Source: an optimization exercise on an open RTL-to-GDS flow (aim: a short achievable clock period and few clock cycles). Production flows keep margins and buffers that such runs may drop.
The clock port is modelled as an ideal driver, which makes a skipped or thinned clock tree look cheaper than it is; a real chip needs a root buffer or a tree.
Power is estimated from default activity; no workload was simulated.

==> trial 59: inputs <==
Design axi_mem, start of the top module:
module axi_mem (
  input  wire        aclk,
  input  wire        arstn,
  input  wire [3:0]  arid,
  input  wire [31:0] araddr,
  input  wire [3:0]  arlen,
  input  wire [2:0]  arsize,
  input  wire        arvalid,
  output wire        arready,
  input  wire [3:0]  awid,
  input  wire [31:0] awaddr,
  input  wire [3:0]  awlen,
  input  wire [2:0]  awsize,
  input  wire        awvalid,
  output wire        awready,
  input  wire [31:0] wdata,
  input  wire [3:0]  wstrb,
  input  wire        wlast,
  input  wire        wvalid,
  output wire        wready,
  output wire [3:0]  rid,
  output wire [31:0] rdata,
  output wire [1:0]  rresp,
  output wire        rlast,
  output wire        rvalid,
  input  wire        rready,
  output wire [3:0]  bid,
  output wire [1:0]  bresp,
  output wire        bvalid,
  input  wire        bready
);
  reg [1023:0] mem;
  reg [31:0]   sb_sel;    
  reg [3:0]    sb_ben;    
  reg [31:0]   sb_data;
  integer      i;
  always @(posedge aclk) begin
    for (i = 0; i < 128; i = i + 1)
      if (sb_ben[i%4] && sb_sel[i/4]) mem[8*i +: 8] <= sb_data[8*(i%4) +: 8];
  end
  reg        r_busy;      
  wire       r_idle = ~r_busy;    
  reg        arready_q;   
  reg        r_start;     
  reg        rvalid_q;
  reg [1:0]  ra;          
  reg [4:0]  rw;          
  reg [31:0] rsel;        
  reg        rhz, rho;    
  reg [2:0]  rsz;
  reg [3:0]  rcnt;        
  reg [3:0]  rid_q;
  reg [31:0] rdata_q, rdata_h;    
  reg        rerr_q, rerr_h, rlast_q;
  reg [3:0]  rid_h;
  wire       r_end  = rvalid_q & rready & rlast_q;
  wire       r_ld   = r_start | (rvalid_q & rready & ~rlast_q);
  wire [2:0] r_off  = (rsz == 3'd0) ? {1'b0, ra} + 3'd1 :
                      (rsz == 3'd1) ? {1'b0, ra} + 3'd2 : {1'b1, ra};
  ...
clock: 6.0 ns
lec_check: 0
cap_margin: 20
core_margin: 2
core_utilization: 55
setup_slack_margin: 4.0
slew_margin: 20
tns_end_percent: 100
standard.sh (not shown) runs the stock make flow with config.mk's settings and CLKGATE_MAP_FILE= SYNTH_SCRIPT=/design/flow/synth_recipe.tcl, a recipe that flattens the netlist after the stock synthesis.
==> flow/flow/run.sh <==
#!/bin/bash
# Standard ORFS flow (the standard.sh) with three changes:
# - the ports get sky130_fd_sc_hd__buf_8 buffers (sized later as usual)
#   instead of the delay cells buffer_ports picks by default;
# - before CTS, flow/move_hook.tcl moves each output's flip-flop next to the
#   port's output buffer;
# - the clock tree is built by flow/cts_hook.tcl (sourced before CTS; it
#   replaces clock_tree_synthesis): 4 root buffers on the clock port, each
#   driving the leaf buffers of one quadrant.
# The make output goes to standard_flow.log; each tool's own logs stay under
# orfs/logs.
set -euo pipefail
export FLOW_CTS_LEAVES=64
export FLOW_CTS_LEAF_CELL=sky130_fd_sc_hd__clkbuf_16
export FLOW_CTS_ROOT_CELL=sky130_fd_sc_hd__clkbuf_16
export FLOW_MOVE_OUTPUTS=1
cat flow/move_hook.tcl flow/cts_hook.tcl > pre_cts.tcl
bash standard.sh finish PRE_CTS_TCL=$PWD/pre_cts.tcl \
  BUFFER_PORTS_ARGS="-buffer_cell sky130_fd_sc_hd__buf_8" > standard_flow.log 2>&1
==> flow/flow/cts_hook.tcl <==
# Clock tree built by hand: the clock port drives 4 root buffers (one per
# quadrant of the sinks), each root drives the leaf buffers of its quadrant,
# and each leaf drives a compact, equal-sized group of flip-flop clock pins.
# Every sink sits behind exactly two buffers of the same type, so the tree is
# balanced; it replaces TritonCTS, which adds a third level.
proc my_bisect {pts nleaf} {
  # pts: list of {x y iterm}; split along the longer side at the median
  if {$nleaf <= 1} { return [list $pts] }
  set xs [lmap p $pts {lindex $p 0}]
  set ys [lmap p $pts {lindex $p 1}]
  set w [expr {[tcl::mathfunc::max {*}$xs] - [tcl::mathfunc::min {*}$xs]}]
  set h [expr {[tcl::mathfunc::max {*}$ys] - [tcl::mathfunc::min {*}$ys]}]
  set k [expr {$w >= $h ? 0 : 1}]
  set s [lsort -integer -index $k $pts]
  set n [llength $s]
  set m [expr {$n / 2}]
  set half [expr {$nleaf / 2}]
  return [concat [my_bisect [lrange $s 0 [expr {$m - 1}]] $half] \
                 [my_bisect [lrange $s $m end] $half]]
}

proc my_centroid {pts} {
  set sx 0; set sy 0
  foreach p $pts { set sx [expr {$sx + [lindex $p 0]}]; set sy [expr {$sy + [lindex $p 1]}] }
  set n [llength $pts]
  return [list [expr {$sx / $n}] [expr {$sy / $n}]]
}

proc clock_tree_synthesis {args} {
  if {[info exists ::env(FLOW_MOVE_OUTPUTS)] && $::env(FLOW_MOVE_OUTPUTS)} {
    my_move_output_flops
  }
  set nroot 4
  set nleaf $::env(FLOW_CTS_LEAVES)
  set leafcell $::env(FLOW_CTS_LEAF_CELL)
  set rootcell $::env(FLOW_CTS_ROOT_CELL)
  set db [ord::get_db]
  set block [ord::get_db_block]
  set clk [$block findNet aclk]
  set lm [$db findMaster $leafcell]
  set rm [$db findMaster $rootcell]
  set pts {}
  foreach it [$clk getITerms] {
    set bb [[$it getInst] getBBox]
    lappend pts [list [expr {([$bb xMin] + [$bb xMax]) / 2}] [expr {([$bb yMin] + [$bb yMax]) / 2}] $it]
  }
  puts "my_cts: [llength $pts] sinks, $nroot roots, $nleaf leaves"
  set per_root [expr {$nleaf / $nroot}]
  set quads [my_bisect $pts $nroot]
  set li 0
  set ri 0
  foreach q $quads {
    set rnet [odb::dbNet_create $block "clknet_root_$ri"]
    $rnet setSigType CLOCK
    set leaves [my_bisect $q $per_root]
    set lpts {}
    foreach g $leaves {
      set c [my_centroid $g]
      set inst [odb::dbInst_create $block $lm "clkbuf_leaf_$li"]
      $inst setLocation [lindex $c 0] [lindex $c 1]
      $inst setPlacementStatus PLACED
      set lnet [odb::dbNet_create $block "clknet_leaf_$li"]
      $lnet setSigType CLOCK
      foreach p $g {
        set it [lindex $p 2]
        $it disconnect
        $it connect $lnet
      }
      [$inst findITerm X] connect $lnet
      [$inst findITerm A] connect $rnet
      lappend lpts [list [lindex $c 0] [lindex $c 1]]
      puts "my_cts: leaf $li root $ri sinks [llength $g] at $c"
      incr li
    }
    set c [my_centroid $lpts]
    set rinst [odb::dbInst_create $block $rm "clkbuf_root_$ri"]
    $rinst setLocation [lindex $c 0] [lindex $c 1]
    $rinst setPlacementStatus PLACED
    [$rinst findITerm X] connect $rnet
    [$rinst findITerm A] connect $clk
    puts "my_cts: root $ri at $c"
    incr ri
  }
  global_connect
  set_propagated_clock [all_clocks]
}
Other scripts of this flow, unchanged in this note and not shown: flow/flow/move_hook.tcl
==> build 68 (differences from trial 59) <==
--- a/flow/design.v
+++ b/flow/design.v
@@ -41,14 +41,16 @@
       if (sb_ben[i%4] && sb_sel[i/4]) mem[8*i +: 8] <= sb_data[8*(i%4) +: 8];
   end
   reg        r_busy;      
   wire       r_idle = ~r_busy;    
   reg        arready_q;   
   reg        r_start;     
   reg        rvalid_q;
+  reg        rvalid_o;    
+  reg        rlast_o;     
   reg [1:0]  ra;          
   reg [4:0]  rw;          
   reg [31:0] rsel;        
   reg        rhz, rho;    
   reg [2:0]  rsz;
   reg [3:0]  rcnt;        
   reg [3:0]  rid_q;
@@ -73,19 +75,21 @@
   end
   always @(posedge aclk or negedge arstn) begin
     if (!arstn) begin
       r_busy   <= 1'b0;
       arready_q <= 1'b0;
       r_start  <= 1'b0;
       rvalid_q <= 1'b0;
+      rvalid_o <= 1'b0;
     end else begin
       r_start  <= r_idle & arvalid;
       r_busy   <= r_idle ? arvalid : ~r_end;
       arready_q <= r_idle ? ~arvalid : r_end;
-      rvalid_q <= r_start | (rvalid_q & ~r_end);
+      rvalid_q <= r_start | (rvalid_o & ~r_end);
+      rvalid_o <= r_start | (rvalid_q & ~r_end);
     end
   end
   always @(posedge aclk) begin
     if (r_idle) begin
       ra   <= araddr[1:0];
       rw   <= araddr[6:2];
       rsel <= 32'd1 << araddr[6:2];
@@ -99,43 +103,48 @@
       rsel <= r_wc ? {rsel[30:0], rsel[31]} : rsel;
       rhz  <= r_hc ? rho : rhz;
       rho  <= rho & ~r_hc;
       rcnt <= rcnt - 4'd1;
     end
   end
   always @(posedge aclk or negedge arstn) begin
-    if (!arstn) rlast_q <= 1'b0;
-    else if (r_ld) rlast_q <= (rcnt == 4'd0);
+    if (!arstn) begin
+      rlast_q <= 1'b0;
+      rlast_o <= 1'b0;
+    end else begin
+      rlast_q <= r_ld ? (rcnt == 4'd0) : rlast_o;
+      rlast_o <= r_ld ? (rcnt == 4'd0) : rlast_q;
+    end
   end
   always @(posedge aclk) begin
     rid_q   <= r_idle ? arid : rid_h;
     rid_h   <= r_idle ? arid : rid_q;
     rdata_q <= r_ld ? (r_err ? 32'd0 : r_word) : rdata_h;
     rdata_h <= r_ld ? (r_err ? 32'd0 : r_word) : rdata_q;
     rerr_q  <= r_ld ? r_err : rerr_h;
     rerr_h  <= r_ld ? r_err : rerr_q;
   end
   assign arready = arready_q;
-  assign rvalid  = rvalid_q;
+  assign rvalid  = rvalid_o;
   assign rid     = rid_q;
   assign rdata   = rdata_q;
   assign rresp   = {rerr_q, 1'b0};
-  assign rlast   = rlast_q;
+  assign rlast   = rlast_o;
   reg        w_busy;      
   wire       w_idle = ~w_busy;    
   reg        awready_q;   
-  reg        wstop_q;     
-  wire       w_open  = ~wstop_q;
+  wire       w_open  = ~bvalid_q;   
   reg        wready_q;    
   reg        bvalid_q;
+  reg        bvalid_o;    
   reg        bresp_q;
   reg [3:0]  bid_q;
   reg        sticky;      
   reg        a0;          
-  reg [2:0]  wsz;
+  reg        ws0, ws1, ws2, wsb;    
   reg [1:0]  n_off,  p_off;
   reg [31:0] n_sel,  p_sel;
   reg        n_w31,  p_w31;
   reg        n_hz,   p_hz;
   reg        n_ho,   p_ho;
   reg [3:0]  n_rem,  p_rem;
   reg        n_err,  p_err;
@@ -157,14 +166,23 @@
     f_off = (sz == 3'd0) ? {1'b0, off} + 3'd1 :
             (sz == 3'd1) ? {1'b0, off} + 3'd2 : {1'b1, off};
   endfunction
   function automatic f_err(input [2:0] sz, input hz, input w31, input [1:0] off);
     f_err = (sz > 3'd2) | ~hz |
             (w31 & (((sz == 3'd1) & (off == 2'd3)) | ((sz == 3'd2) & (off != 2'd0))));
   endfunction
+  function automatic [3:0] g_lane(input [1:0] off);
+    g_lane = ws0 ? (4'b0001 << off) : ws1 ? (4'b0011 << off) : (4'b1111 << off);
+  endfunction
+  function automatic [2:0] g_off(input [1:0] off);
+    g_off = ws0 ? {1'b0, off} + 3'd1 : ws1 ? {1'b0, off} + 3'd2 : {1'b1, off};
+  endfunction
+  function automatic g_err(input hz, input w31, input [1:0] off);
+    g_err = wsb | ~hz | (w31 & ((ws1 & (off == 2'd3)) | (ws2 & (off != 2'd0))));
+  endfunction
   wire [4:0] b_w    = awaddr[6:2];
   wire [1:0] b_o    = awaddr[1:0];
   wire       b_hz   = awaddr[31:7] == 25'd0;
   wire       b_ho   = &awaddr[31:7];
   wire       b_w31  = b_w == 5'd31;
   wire [31:0] b_sel = 32'd1 << b_w;
   wire       b_err  = f_err(awsize, b_hz, b_w31, b_o);
@@ -173,30 +191,30 @@
   wire       b_hc   = b_wc & b_w31;
   wire [1:0] b1_o   = b_off[1:0];
   wire [31:0] b1_sel = b_wc ? {b_sel[30:0], b_sel[31]} : b_sel;
   wire       b1_w31 = b_wc ? (b_w == 5'd30) : b_w31;
   wire       b1_hz  = b_hc ? b_ho : b_hz;
   wire       b1_ho  = b_ho & ~b_hc;
   wire [2:0] b1_off = f_off(awsize, b1_o);
-  wire [2:0] nx_o3  = f_off(wsz, n_off);
+  wire [2:0] nx_o3  = g_off(n_off);
   wire [1:0] nx_off = nx_o3[1:0];
   wire [31:0] nx_sel = n_wc ? {n_sel[30:0], n_sel[31]} : n_sel;
   wire       nx_w31 = n_wc ? n_sel[30] : n_w31;
   wire       nx_hz  = (n_wc & n_w31) ? n_ho : n_hz;
   wire       nx_ho  = n_ho & ~(n_wc & n_w31);
   wire [3:0] nx_rem = n_rem - 4'd1;
-  wire [2:0] nx_o4  = f_off(wsz, nx_off);
-  wire [2:0] px_o3  = f_off(wsz, p_off);
+  wire [2:0] nx_o4  = g_off(nx_off);
+  wire [2:0] px_o3  = g_off(p_off);
   wire [1:0] px_off = px_o3[1:0];
   wire [31:0] px_sel = p_wc ? {p_sel[30:0], p_sel[31]} : p_sel;
   wire       px_w31 = p_wc ? p_sel[30] : p_w31;
   wire       px_hz  = (p_wc & p_w31) ? p_ho : p_hz;
   wire       px_ho  = p_ho & ~(p_wc & p_w31);
   wire [3:0] px_rem = p_rem - 4'd1;
-  wire [2:0] px_o4  = f_off(wsz, px_off);
+  wire [2:0] px_o4  = g_off(px_off);
   wire       e_err  = a0 ? p_err  : n_err;
   wire [3:0] e_lane = a0 ? p_lane : n_lane;
   wire       e_last = a0 ? p_last : n_last;
   wire [31:0] e_sel = a0 ? p_sel  : n_sel;
   wire       e_bad  = e_err | (wlast != e_last);
   wire       bad0   = a0 & (n_err | (sa_last != n_last));
   wire       sticky_now = sticky | bad0;
@@ -204,36 +222,39 @@
   wire       b_set1 = w_busy & w_hs & e_last;
   wire       b_next = b_set0 | b_set1 | (bvalid_q & ~bready);
   always @(posedge aclk or negedge arstn) begin
     if (!arstn) begin
       w_busy    <= 1'b0;
       awready_q <= 1'b0;
       bvalid_q  <= 1'b0;
-      wstop_q   <= 1'b0;
+      bvalid_o  <= 1'b0;
       wready_q  <= 1'b0;
       bid_q     <= 4'd0;
       bresp_q   <= 1'b0;
       sa_v      <= 1'b0;
     end else begin
       w_busy    <= w_idle ? awvalid : ~b_end;
       awready_q <= w_idle ? ~awvalid : b_end;
-      bvalid_q  <= b_next;
-      wstop_q   <= b_next;
+      bvalid_q  <= b_set0 | b_set1 | (bvalid_o & ~bready);
+      bvalid_o  <= b_next;
       wready_q  <= ~b_next;
       sa_v      <= w_hs;
       if (w_idle) bid_q <= awid;
       if (b_set0)      bresp_q <= b_err | ~wlast;
       else if (b_set1) bresp_q <= sticky_now | e_bad;
     end
   end
   always @(posedge aclk) begin
     a0 <= w_idle & w_hs;
     sticky <= w_idle ? 1'b0 : (sticky_now | (w_hs & e_bad));
     if (w_idle) begin
-      wsz    <= awsize;
+      ws0    <= awsize == 3'd0;
+      ws1    <= awsize == 3'd1;
+      ws2    <= awsize == 3'd2;
+      wsb    <= awsize > 3'd2;
       n_off  <= b_o;
       n_sel  <= b_sel;
       n_w31  <= b_w31;
       n_hz   <= b_hz;
       n_ho   <= b_ho;
       n_rem  <= awlen;
       n_err  <= b_err;
@@ -256,16 +277,16 @@
         2'b01: begin                     
           n_off  <= nx_off;
           n_sel  <= nx_sel;
           n_w31  <= nx_w31;
           n_hz   <= nx_hz;
           n_ho   <= nx_ho;
           n_rem  <= nx_rem;
-          n_err  <= f_err(wsz, nx_hz, nx_w31, nx_off);
-          n_lane <= f_mask(wsz) << nx_off;
+          n_err  <= g_err(nx_hz, nx_w31, nx_off);
+          n_lane <= g_lane(nx_off);
           n_last <= n_rem == 4'd1;
           n_wc   <= nx_o4[2];
         end
         2'b10: begin                     
           n_off  <= p_off;
           n_sel  <= p_sel;
           n_w31  <= p_w31;
@@ -280,16 +301,16 @@
         default: begin                   
           n_off  <= px_off;
           n_sel  <= px_sel;
           n_w31  <= px_w31;
           n_hz   <= px_hz;
           n_ho   <= px_ho;
           n_rem  <= px_rem;
-          n_err  <= f_err(wsz, px_hz, px_w31, px_off);
-          n_lane <= f_mask(wsz) << px_off;
+          n_err  <= g_err(px_hz, px_w31, px_off);
+          n_lane <= g_lane(px_off);
           n_last <= p_rem == 4'd1;
           n_wc   <= px_o4[2];
         end
       endcase
     end
   end
   always @(posedge aclk) begin
@@ -300,12 +321,12 @@
     sa_sel  <= e_sel;
     sb_data <= sa_data;
     sb_ben  <= (a0 ? (n_lane & sa_strb & {4{~n_err}}) : sa_ben) & {4{sa_v}};
     sb_sel  <= a0 ? n_sel : sa_sel;
   end
   assign awready = awready_q;
   assign wready  = wready_q;
-  assign bvalid  = bvalid_q;
+  assign bvalid  = bvalid_o;
   assign bid     = bid_q;
   assign bresp   = {bresp_q, 1'b0};
 endmodule
 `default_nettype wire
--- a/flow/flow/cts_hook.tcl
+++ b/flow/flow/cts_hook.tcl
@@ -1,26 +1,28 @@
 # Clock tree built by hand: the clock port drives 4 root buffers (one per
 # quadrant of the sinks), each root drives the leaf buffers of its quadrant,
 # and each leaf drives a compact, equal-sized group of flip-flop clock pins.
 # Every sink sits behind exactly two buffers of the same type, so the tree is
 # balanced; it replaces TritonCTS, which adds a third level.
 proc my_bisect {pts nleaf} {
-  # pts: list of {x y iterm}; split along the longer side at the median
+  # pts: list of {x y iterm}; split along the longer side into groups whose
+  # sizes follow the number of leaves on each side
   if {$nleaf <= 1} { return [list $pts] }
   set xs [lmap p $pts {lindex $p 0}]
   set ys [lmap p $pts {lindex $p 1}]
   set w [expr {[tcl::mathfunc::max {*}$xs] - [tcl::mathfunc::min {*}$xs]}]
   set h [expr {[tcl::mathfunc::max {*}$ys] - [tcl::mathfunc::min {*}$ys]}]
   set k [expr {$w >= $h ? 0 : 1}]
   set s [lsort -integer -index $k $pts]
   set n [llength $s]
-  set m [expr {$n / 2}]
-  set half [expr {$nleaf / 2}]
-  return [concat [my_bisect [lrange $s 0 [expr {$m - 1}]] $half] \
-                 [my_bisect [lrange $s $m end] $half]]
+  set n1 [expr {$nleaf / 2}]
+  set n2 [expr {$nleaf - $n1}]
+  set m [expr {($n * $n1) / $nleaf}]
+  return [concat [my_bisect [lrange $s 0 [expr {$m - 1}]] $n1] \
+                 [my_bisect [lrange $s $m end] $n2]]
 }
 
 proc my_centroid {pts} {
   set sx 0; set sy 0
   foreach p $pts { set sx [expr {$sx + [lindex $p 0]}]; set sy [expr {$sy + [lindex $p 1]}] }
   set n [llength $pts]
   return [list [expr {$sx / $n}] [expr {$sy / $n}]]
PLACE_DENSITY = 0.75   (was unset)
==> flow_metrics.py <==
metrics = {
    "placed_design": {
        "gp_congestion": 0.835,
    },
    "cells_and_area": {
        "final_cells": 4697,
        "multiInputGateArea_mm2": 0.0131,
        "inverters_excl_clock": 48,
    },
    "critical_path": {
        "rrSetupSlack_ns": 3.72,
    },
    "timing": {
        "skew_ns": 0.0191,
    },
    "pwr": {
        "pg_comb_w": 0.0106,
    },
    "synthesis": {
        "synth-seq-area-share": 0.770,
        "syn_area_mm2": 0.0518,
    },
    "clock_network": {
        "clk_latency_ns": 0.50,
    },
    "status": {
        "outcome": "timing/DRC/antenna clean",
    },
    "hold_path": {
        "hp-start": "sa_data[18]",
    },
}
-- figures above: trial 59

==> flow_metrics.py <==
metrics = {
    "critical_path": {
        "rrSetupSlack_ns": 3.70,
    },
    "timing": {
        "skew_ns": 0.0242,
    },
    "hold_path": {
        "hp-start": "sa_data[30]",
    },
    "cells_and_area": {
        "final_cells": 4819,
        "multiInputGateArea_mm2": 0.0133,
    },
    "pwr": {
        "pg_comb_w": 0.0116,
    },
    "clock_network": {
        "clk_latency_ns": 0.52,
    },
    "status": {
        "outcome": "timing/DRC/antenna clean",
    },
    "placed_design": {
        "gp_congestion": 0.888,
    },
}
-- figures above: build 68

Function was not checked in any run of this note: the RTL went through the layout flow alone. No run of this note takes its clock network from TritonCTS; it comes from the design's own scripts or RTL.

-- re-timing with driven ports --
No port has a modelled driver above. Below, the same layouts with a new extraction and two added sets of constraints.
Step 1 sets driving cells, clkbuf_16 on the clock port and buf_2 on the other inputs (assumed; they add their load-dependent delay and slew).
Step 2 adds t to the input delays and takes it off the output delays; t is the mean of the earliest and latest rising clock arrival at the registers after step 1. Input paths then give back, and output paths get back, about the clock's delay inside the block.
Three values: ideal ports, drivers, drivers and shift; two values: the first two.
run	shift t [ns]	setup WS [ns]	worst setup path at the end	slew at the worst register clock pin (ns)
trial 59	0.653	3.672 / 3.586 / 3.116	input to register	0.10 / 0.10
build 68	0.663	3.695 / 3.567 / 3.127	input to register	0.10 / 0.10
After both steps setup and hold are still met in every run listed. For build 68, which loses most, drivers alone change the setup slack by -0.128 ns; drivers and shift together by -0.568 ns.
